Source: an optimization exercise on an open RTL-to-GDS flow (aim: small area and a short achievable clock period). Production flows keep margins and buffers that such runs may drop. At most, simulation tests tie the RTL to the original design; equivalence was not proved. Power figures rest on the tool's default switching activity, not on a simulated workload.

==> module battleVideoTop, before the edit <==
module battleVideoTop (
    input  logic                  clk,
    input  logic                  rstN,
    input  battlePkg::tileWrite_t tileWr,
    input  logic                  tileWrValid,
    output logic                  tileWrReady,
    input  battlePkg::ghostCfg_t  ghostCfg,
    output battlePkg::rgb_t       rgb,
    output logic                  hsync,
    output logic                  vsync
);
    logic [9:0] hCnt, vCnt;               
    logic [9:0] hNext, vNext;             
    always_comb begin
        if (!rstN) begin
            hNext = 10'd0;
            vNext = 10'd0;
        end else if (hCnt == 10'((640 + 16 + 96 + 48) - 1)) begin
            hNext = 10'd0;
            vNext = (vCnt == 10'((480 + 10 + 2 + 33) - 1)) ? 10'd0 : vCnt + 10'd1;
        end else begin
            hNext = hCnt + 10'd1;
            vNext = vCnt;
        end
    end
    logic hAct, vAct;                     
    logic lineEnd, hActNext, vActNext;
    assign hAct     = hCnt < 10'(640);
    assign vAct     = vCnt < 10'(480);
    assign lineEnd  = hCnt == 10'((640 + 16 + 96 + 48) - 1);
    assign hActNext = lineEnd || (hAct && (hCnt != 10'(640 - 1)));
    assign vActNext = lineEnd ? ((vCnt == 10'((480 + 10 + 2 + 33) - 1)) ||
                                 (vAct && (vCnt != 10'(480 - 1))))
                              : vAct;
    logic        readyQ;                  
    logic        activeQ;                 
    logic [31:0] grpSel;                  
    always_ff @(posedge clk) begin
        hCnt    <= hNext;
        vCnt    <= vNext;
        readyQ  <= rstN && !(hActNext && vActNext);
        activeQ <= !rstN || (hActNext && vActNext);
        grpSel  <= 32'd1 << {hNext[8], vNext[7:4]};
    end
    assign tileWrReady = readyQ;
    logic active, onBoard0, inUs, atOrigin, hsync0, vsync0;
    assign active   = hAct && vAct;
    assign onBoard0 = (hCnt < 10'(256 + (16 << 4))) && (vCnt < 10'((16 << 4)));
    assign inUs     = (hCnt < 10'((16 << 4))) && (vCnt < 10'((16 << 4)));
    assign atOrigin = (hCnt == 10'd0) && (vCnt == 10'd0);
    assign hsync0   = !((hCnt >= 10'(640 + 16)) &&
                        (hCnt <  10'(640 + 16 + 96)));
    assign vsync0   = !((vCnt >= 10'(480 + 10)) &&
                        (vCnt <  10'(480 + 10 + 2)));
    logic [511:0][1:0] store;
    logic        wrAcc;
    logic [31:0] wrRow;                   
    logic [15:0] wrCol;                   
    assign wrAcc = tileWrValid && !activeQ;
    assign wrRow = wrAcc ? (32'd1 << {tileWr.board, tileWr.row}) : 32'd0;
    assign wrCol = 16'd1 << tileWr.col;
    for (genvar w = 0; w < 512; w++) begin : gWord
        always_ff @(posedge clk) begin
            if (wrRow[w / 16] && wrCol[w % 16]) begin
                store[w] <= tileWr.code;
            end
        end
    end
    logic [15:0][1:0] pick;
    logic [15:0][1:0] lineA;
    logic [3:0]  colB;
    always_comb begin
        pick = '0;
        for (int g = 0; g < 32; g++) begin
            for (int c = 0; c < 16; c++) begin
                pick[c] = pick[c] | ({2{grpSel[g]}} & store[g * 16 + c]);
            end
        end
    end
    always_ff @(posedge clk) begin
        lineA <= pick;
        colB  <= hCnt[7:4];
    end
    logic       gEn;                      
    logic       gVert;                    
    logic [3:0] gCross;                   
    logic [3:0] gStart;                   
    logic [4:0] gEnd;                     
    logic       hitOrigin;
    logic [3:0] along, across;
    logic       ghostHit;
    always_ff @(posedge clk) begin
        if (!rstN) begin
            gEn    <= 1'b0;              
            gVert  <= 1'b0;
            gCross <= 4'd0;
            gStart <= 4'd0;
            gEnd   <= 5'd0;
        end else if (atOrigin) begin
            gEn    <= ghostCfg.enable;
            gVert  <= ghostCfg.vertical;
            gCross <= ghostCfg.vertical ? ghostCfg.col : ghostCfg.row;
            gStart <= ghostCfg.vertical ? ghostCfg.row : ghostCfg.col;
            gEnd   <= (ghostCfg.vertical ? {1'b0, ghostCfg.row} : {1'b0, ghostCfg.col})
                      + {2'b00, ghostCfg.len};
        end
    end
    assign hitOrigin = ghostCfg.enable && (ghostCfg.row == 4'd0) &&
                       (ghostCfg.col == 4'd0) && (ghostCfg.len != 3'd0);
    assign along  = gVert ? vCnt[7:4] : hCnt[7:4];
    assign across = gVert ? hCnt[7:4] : vCnt[7:4];
    always_ff @(posedge clk) begin
        if (!rstN) begin
            ghostHit <= 1'b0;
        end else if (atOrigin) begin
            ghostHit <= hitOrigin;
        end else begin
            ghostHit <= gEn && inUs && (across == gCross) &&
                        (along >= gStart) && ({1'b0, along} < gEnd);
        end
    end
    logic onBoard, actD, hsD, vsD;
    always_ff @(posedge clk) begin
        if (!rstN) begin
            onBoard <= 1'b0;
        end else begin
            onBoard <= onBoard0;
        end
    end
    always_ff @(posedge clk) begin
        actD <= active;
        hsD  <= hsync0;
        vsD  <= vsync0;
    end
    logic [1:0]      tileCode;
    battlePkg::rgb_t tileColor;
    battlePkg::rgb_t pixColor;
    assign tileCode = lineA[colB];
    always_comb begin
        case (tileCode)
            2'd1: tileColor = 12'h888;
            2'd2:  tileColor = 12'hF00;
            2'd3: tileColor = 12'hFFF;
            default:   tileColor = 12'h028;
        endcase
    end
    always_comb begin
        if (!actD) begin
            pixColor = 12'h000;
        end else if (ghostHit) begin
            pixColor = 12'h0F0;
        end else if (onBoard) begin
            pixColor = tileColor;
        end else begin
            pixColor = 12'h222;
        end
    end
    always_ff @(posedge clk) begin
        if (!rstN) begin
            rgb   <= 12'h000;
            hsync <= 1'b1;
            vsync <= 1'b1;
        end else begin
            rgb   <= pixColor;
            hsync <= hsD;
            vsync <= vsD;
        end
    end
endmodule
Settings: LEC_CHECK=0, CAP_MARGIN=20, CORE_MARGIN=2, CORE_UTILIZATION=40, CTS_CLUSTER_DIAMETER=70, CTS_CLUSTER_SIZE=22, SETUP_SLACK_MARGIN=2.8, SLEW_MARGIN=20; clock period 5.0 ns.
run.sh (not shown) runs the stock make flow with config.mk's settings and CLKGATE_MAP_FILE= SYNTH_SCRIPT=/design/flow/synth_recipe.tcl, a recipe that flattens the netlist after the stock synthesis.
Change:
--- a/flow/design.v
+++ b/flow/design.v
@@ -58,19 +58,19 @@
     assign hActNext = lineEnd || (hAct && (hCnt != 10'(640 - 1)));
     assign vActNext = lineEnd ? ((vCnt == 10'((480 + 10 + 2 + 33) - 1)) ||
                                  (vAct && (vCnt != 10'(480 - 1))))
                               : vAct;
     logic        readyQ;                  
     logic        activeQ;                 
-    logic [31:0] grpSel;                  
+    logic [15:0] rowSel;                  
     always_ff @(posedge clk) begin
         hCnt    <= hNext;
         vCnt    <= vNext;
         readyQ  <= rstN && !(hActNext && vActNext);
         activeQ <= !rstN || (hActNext && vActNext);
-        grpSel  <= 32'd1 << {hNext[8], vNext[7:4]};
+        rowSel  <= 16'd1 << vNext[7:4];
     end
     assign tileWrReady = readyQ;
     logic active, onBoard0, inUs, atOrigin, hsync0, vsync0;
     assign active   = hAct && vAct;
     assign onBoard0 = (hCnt < 10'(256 + (16 << 4))) && (vCnt < 10'((16 << 4)));
     assign inUs     = (hCnt < 10'((16 << 4))) && (vCnt < 10'((16 << 4)));
@@ -90,26 +90,33 @@
         always_ff @(posedge clk) begin
             if (wrRow[w / 16] && wrCol[w % 16]) begin
                 store[w] <= tileWr.code;
             end
         end
     end
-    logic [15:0][1:0] pick;
-    logic [15:0][1:0] lineA;
-    logic [3:0]  colB;
+    logic [3:0]  grpSel;                  
+    logic [7:0][1:0] pick;
+    logic [7:0][1:0] lineA;
+    logic [2:0]  colB;
+    assign grpSel = 4'd1 << {hCnt[8], hCnt[7]};
     always_comb begin
         pick = '0;
-        for (int g = 0; g < 32; g++) begin
-            for (int c = 0; c < 16; c++) begin
-                pick[c] = pick[c] | ({2{grpSel[g]}} & store[g * 16 + c]);
+        for (int b = 0; b < 2; b++) begin
+            for (int r = 0; r < 16; r++) begin
+                for (int c3 = 0; c3 < 2; c3++) begin
+                    for (int k = 0; k < 8; k++) begin
+                        pick[k] = pick[k] | ({2{rowSel[r] && grpSel[b * 2 + c3]}} &
+                                             store[b * 256 + r * 16 + c3 * 8 + k]);
+                    end
+                end
             end
         end
     end
     always_ff @(posedge clk) begin
         lineA <= pick;
-        colB  <= hCnt[7:4];
+        colB  <= hCnt[6:4];
     end
     logic       gEn;                      
     logic       gVert;                    
     logic [3:0] gCross;                   
     logic [3:0] gStart;                   
     logic [4:0] gEnd;                     
=>
- The changed run ran to the end with no violations
- die area climbs by 1.3%
- power is lower by 4.6%
- routed wire length climbs by 11%
- maximum frequency drops by 2.3%
- clock-buffer cell count rises by 7
- setup slack degrades by 0.054 ns
- design area rises by 3.4%
- via count rose by 9.3%
- register-to-register slack got worse by 0.05 ns
- utilization climbs by 0.86 points
The RTL of the second run of this note was laid out without a check of its function.


Setup of lane 5:
battleVideoTop, a different RTL version from the one above (not shown whole).
Size in the first run: about 3,000 cells after synthesis, about 1,200 flip-flops, roughly 44,000 sq um of cells after synthesis.
==> module battleVideoTop, before the edit <==
module battleVideoTop (
    input  logic                  clk,
    input  logic                  rstN,
    input  battlePkg::tileWrite_t tileWr,
    input  logic                  tileWrValid,
    output logic                  tileWrReady,
    input  battlePkg::ghostCfg_t  ghostCfg,
    output battlePkg::rgb_t       rgb,
    output logic                  hsync,
    output logic                  vsync
);
    logic [9:0] hCnt, vCnt;               
    logic [9:0] hNext, vNext;             
    always_comb begin
        if (!rstN) begin
            hNext = 10'd0;
            vNext = 10'd0;
        end else if (hCnt == 10'((640 + 16 + 96 + 48) - 1)) begin
            hNext = 10'd0;
            vNext = (vCnt == 10'((480 + 10 + 2 + 33) - 1)) ? 10'd0 : vCnt + 10'd1;
        end else begin
            hNext = hCnt + 10'd1;
            vNext = vCnt;
        end
    end
    logic hAct, vAct;                     
    logic lineEnd, hActNext, vActNext;
    assign hAct     = hCnt < 10'(640);
    assign vAct     = vCnt < 10'(480);
    assign lineEnd  = hCnt == 10'((640 + 16 + 96 + 48) - 1);
    assign hActNext = lineEnd || (hAct && (hCnt != 10'(640 - 1)));
    assign vActNext = lineEnd ? ((vCnt == 10'((480 + 10 + 2 + 33) - 1)) ||
                                 (vAct && (vCnt != 10'(480 - 1))))
                              : vAct;
    logic        readyQ;                  
    logic        activeQ;                 
    logic [31:0] grpSel;                  
    always_ff @(posedge clk) begin
        hCnt    <= hNext;
        vCnt    <= vNext;
        readyQ  <= rstN && !(hActNext && vActNext);
        activeQ <= !rstN || (hActNext && vActNext);
        grpSel  <= 32'd1 << {hNext[8], vNext[7:4]};
    end
    assign tileWrReady = readyQ;
    logic active, onBoard0, inUs, atOrigin, hsync0, vsync0;
    assign active   = hAct && vAct;
    assign onBoard0 = (hCnt < 10'(256 + (16 << 4))) && (vCnt < 10'((16 << 4)));
    assign inUs     = (hCnt < 10'((16 << 4))) && (vCnt < 10'((16 << 4)));
    assign atOrigin = (hCnt == 10'd0) && (vCnt == 10'd0);
    assign hsync0   = !((hCnt >= 10'(640 + 16)) &&
                        (hCnt <  10'(640 + 16 + 96)));
    assign vsync0   = !((vCnt >= 10'(480 + 10)) &&
                        (vCnt <  10'(480 + 10 + 2)));
    logic [511:0][1:0] store;
    logic        pendValid;
    logic [8:0]  pendAddr;
    logic [1:0]  pendCode;
    logic [31:0] wrRow;                   
    logic [15:0] wrCol;                   
    always_ff @(posedge clk) begin
        pendValid <= tileWrValid && !activeQ;
        pendAddr  <= {tileWr.board, tileWr.row, tileWr.col};
        pendCode  <= tileWr.code;
    end
    assign wrRow = pendValid ? (32'd1 << pendAddr[8:4]) : 32'd0;
    assign wrCol = 16'd1 << pendAddr[3:0];
    for (genvar w = 0; w < 512; w++) begin : gWord
        always_ff @(posedge clk) begin
            if (wrRow[w / 16] && wrCol[w % 16]) begin
                store[w] <= pendCode;
            end
        end
    end
    logic       byHit;
    logic [1:0] byCode;
    assign byHit = pendValid && (pendAddr == {hCnt[8], vCnt[7:4], hCnt[7:4]});
    always_ff @(posedge clk) begin
        byCode <= byHit ? pendCode : 2'd0;
    end
    logic [15:0][1:0] pick;
    logic [15:0][1:0] lineA;
    logic [15:0] colSel;                  
    always_comb begin
        pick = '0;
        for (int g = 0; g < 32; g++) begin
            for (int c = 0; c < 16; c++) begin
                pick[c] = pick[c] | ({2{grpSel[g]}} & store[g * 16 + c]);
            end
        end
    end
    always_ff @(posedge clk) begin
        lineA <= pick;
        colSel <= byHit ? 16'd0 : (16'd1 << hCnt[7:4]);
    end
    logic       gEn;                      
    logic       gVert;                    
    logic [3:0] gCross;                   
    logic [3:0] gStart;                   
    logic [4:0] gEnd;                     
    logic       hitOrigin;
    logic [3:0] along, across;
    logic       ghostHit;
    always_ff @(posedge clk) begin
        if (!rstN) begin
            gEn    <= 1'b0;              
            gVert  <= 1'b0;
            gCross <= 4'd0;
            gStart <= 4'd0;
            gEnd   <= 5'd0;
        end else if (atOrigin) begin
            gEn    <= ghostCfg.enable;
            gVert  <= ghostCfg.vertical;
            gCross <= ghostCfg.vertical ? ghostCfg.col : ghostCfg.row;
            gStart <= ghostCfg.vertical ? ghostCfg.row : ghostCfg.col;
            gEnd   <= (ghostCfg.vertical ? {1'b0, ghostCfg.row} : {1'b0, ghostCfg.col})
                      + {2'b00, ghostCfg.len};
        end
    end
    assign hitOrigin = ghostCfg.enable && (ghostCfg.row == 4'd0) &&
                       (ghostCfg.col == 4'd0) && (ghostCfg.len != 3'd0);
    assign along  = gVert ? vCnt[7:4] : hCnt[7:4];
    assign across = gVert ? hCnt[7:4] : vCnt[7:4];
    always_ff @(posedge clk) begin
        if (!rstN) begin
            ghostHit <= 1'b0;
        end else if (atOrigin) begin
            ghostHit <= hitOrigin;
        end else begin
            ghostHit <= gEn && inUs && (across == gCross) &&
                        (along >= gStart) && ({1'b0, along} < gEnd);
        end
    end
    logic onBoard, actD, hsD, vsD;
    always_ff @(posedge clk) begin
        if (!rstN) begin
            onBoard <= 1'b0;
        end else begin
            onBoard <= onBoard0;
        end
    end
    always_ff @(posedge clk) begin
        actD <= active;
        hsD  <= hsync0;
        vsD  <= vsync0;
    end
    logic [1:0]      tileCode;           
    battlePkg::rgb_t tileColor;
    battlePkg::rgb_t pixColor;
    always_comb begin
        tileCode = byCode;
        for (int c = 0; c < 16; c++) begin
            tileCode = tileCode | ({2{colSel[c]}} & lineA[c]);
        end
    end
    always_comb begin
        case (tileCode)
            2'd1: tileColor = 12'h888;
            2'd2:  tileColor = 12'hF00;
            2'd3: tileColor = 12'hFFF;
            default:   tileColor = 12'h028;
        endcase
    end
    always_comb begin
        if (!actD) begin
            pixColor = 12'h000;
        end else if (ghostHit) begin
            pixColor = 12'h0F0;
        end else if (onBoard) begin
            pixColor = tileColor;
        end else begin
            pixColor = 12'h222;
        end
    end
    always_ff @(posedge clk) begin
        if (!rstN) begin
            rgb   <= 12'h000;
            hsync <= 1'b1;
            vsync <= 1'b1;
        end else begin
            rgb   <= pixColor;
            hsync <= hsD;
            vsync <= vsD;
        end
    end
endmodule
make LEC_CHECK=0 CAP_MARGIN=20 CORE_MARGIN=2 CORE_UTILIZATION=55 CTS_CLUSTER_DIAMETER=70 CTS_CLUSTER_SIZE=22 SETUP_SLACK_MARGIN=2.8 SLEW_MARGIN=20 finish   # period 5.0 ns
Changes in lane 4 relative to lane 5:
diff --git a/flow/design.v b/flow/design.v
--- a/flow/design.v
+++ b/flow/design.v
@@ -79,36 +79,24 @@
                         (hCnt <  10'(640 + 16 + 96)));
     assign vsync0   = !((vCnt >= 10'(480 + 10)) &&
                         (vCnt <  10'(480 + 10 + 2)));
     logic [511:0][1:0] store;
-    logic        pendValid;
-    logic [8:0]  pendAddr;
-    logic [1:0]  pendCode;
+    logic        wrAcc;
     logic [31:0] wrRow;                   
     logic [15:0] wrCol;                   
-    always_ff @(posedge clk) begin
-        pendValid <= tileWrValid && !activeQ;
-        pendAddr  <= {tileWr.board, tileWr.row, tileWr.col};
-        pendCode  <= tileWr.code;
-    end
-    assign wrRow = pendValid ? (32'd1 << pendAddr[8:4]) : 32'd0;
-    assign wrCol = 16'd1 << pendAddr[3:0];
+    assign wrAcc = tileWrValid && !activeQ;
+    assign wrRow = wrAcc ? (32'd1 << {tileWr.board, tileWr.row}) : 32'd0;
+    assign wrCol = 16'd1 << tileWr.col;
     for (genvar w = 0; w < 512; w++) begin : gWord
         always_ff @(posedge clk) begin
             if (wrRow[w / 16] && wrCol[w % 16]) begin
-                store[w] <= pendCode;
+                store[w] <= tileWr.code;
             end
         end
     end
-    logic       byHit;
-    logic [1:0] byCode;
-    assign byHit = pendValid && (pendAddr == {hCnt[8], vCnt[7:4], hCnt[7:4]});
-    always_ff @(posedge clk) begin
-        byCode <= byHit ? pendCode : 2'd0;
-    end
     logic [15:0][1:0] pick;
     logic [15:0][1:0] lineA;
-    logic [15:0] colSel;                  
+    logic [3:0]  colB;
     always_comb begin
         pick = '0;
         for (int g = 0; g < 32; g++) begin
             for (int c = 0; c < 16; c++) begin
@@ -117,9 +105,9 @@
         end
     end
     always_ff @(posedge clk) begin
         lineA <= pick;
-        colSel <= byHit ? 16'd0 : (16'd1 << hCnt[7:4]);
+        colB  <= hCnt[7:4];
     end
     logic       gEn;                      
     logic       gVert;                    
     logic [3:0] gCross;                   
@@ -170,17 +158,12 @@
         actD <= active;
         hsD  <= hsync0;
         vsD  <= vsync0;
     end
-    logic [1:0]      tileCode;           
+    logic [1:0]      tileCode;
     battlePkg::rgb_t tileColor;
     battlePkg::rgb_t pixColor;
-    always_comb begin
-        tileCode = byCode;
-        for (int c = 0; c < 16; c++) begin
-            tileCode = tileCode | ({2{colSel[c]}} & lineA[c]);
-        end
-    end
+    assign tileCode = lineA[colB];
     always_comb begin
         case (tileCode)
             2'd1: tileColor = 12'h888;
             2'd2:  tileColor = 12'hF00;
==> run summary <==
Compared with lane 5, in lane 4 die span in y now smaller; routability congestion estimate from global placement rose by about 3.7%; portion of total power attributed to the clock network went up; via count lower; final wirelength went up by 1.5 mm.
Of lane 4 and lane 5, lane 4 shows the lower worst IR drop on VDD, with lane 5 above it.

## static timing again, ports no longer ideal
The flow's constraints put no driver on any port. The routed layouts listed below were extracted and timed again, unchanged, in two steps. Step 1 assumes that a clkbuf_16 drives the clock port and a buf_2 every other input. Step 2, shift: input delay + t, output delay - t, t = (earliest + latest rising clock arrival at the registers) / 2. This alone moves slack from input paths to output paths. Slacks: ideal ports / drivers / drivers and shift; pairs: ideal ports / drivers.
| run | t (ns) | slack for setup (ns) | worst hold slack (ns) | latest minus earliest clock arrival (ns) | worst data-port slew with drivers (ns) |
|---|---|---|---|---|---|
| the first run of note 1 | 0.726 | 2.725 / 2.725 / 2.133 | 0.412 / 0.412 / 0.412 | 0.046 / 0.045 | 0.07 |
| the second run of note 1 | 0.756 | 2.671 / 2.671 / 2.037 | 0.421 / 0.421 / 0.421 | 0.037 / 0.037 | 0.07 |
| lane 5 | 0.734 | 2.774 / 2.774 / 2.257 | 0.406 / 0.406 / 0.406 | 0.023 / 0.023 | 0.04 |
| lane 4 | 0.736 | 2.780 / 2.780 / 2.108 | 0.413 / 0.413 / 0.413 | 0.028 / 0.028 | 0.05 |
After both steps setup and hold are still met in every run listed. For lane 4, which loses most, drivers alone change the setup slack by 0.000 ns; drivers and shift together by -0.672 ns.
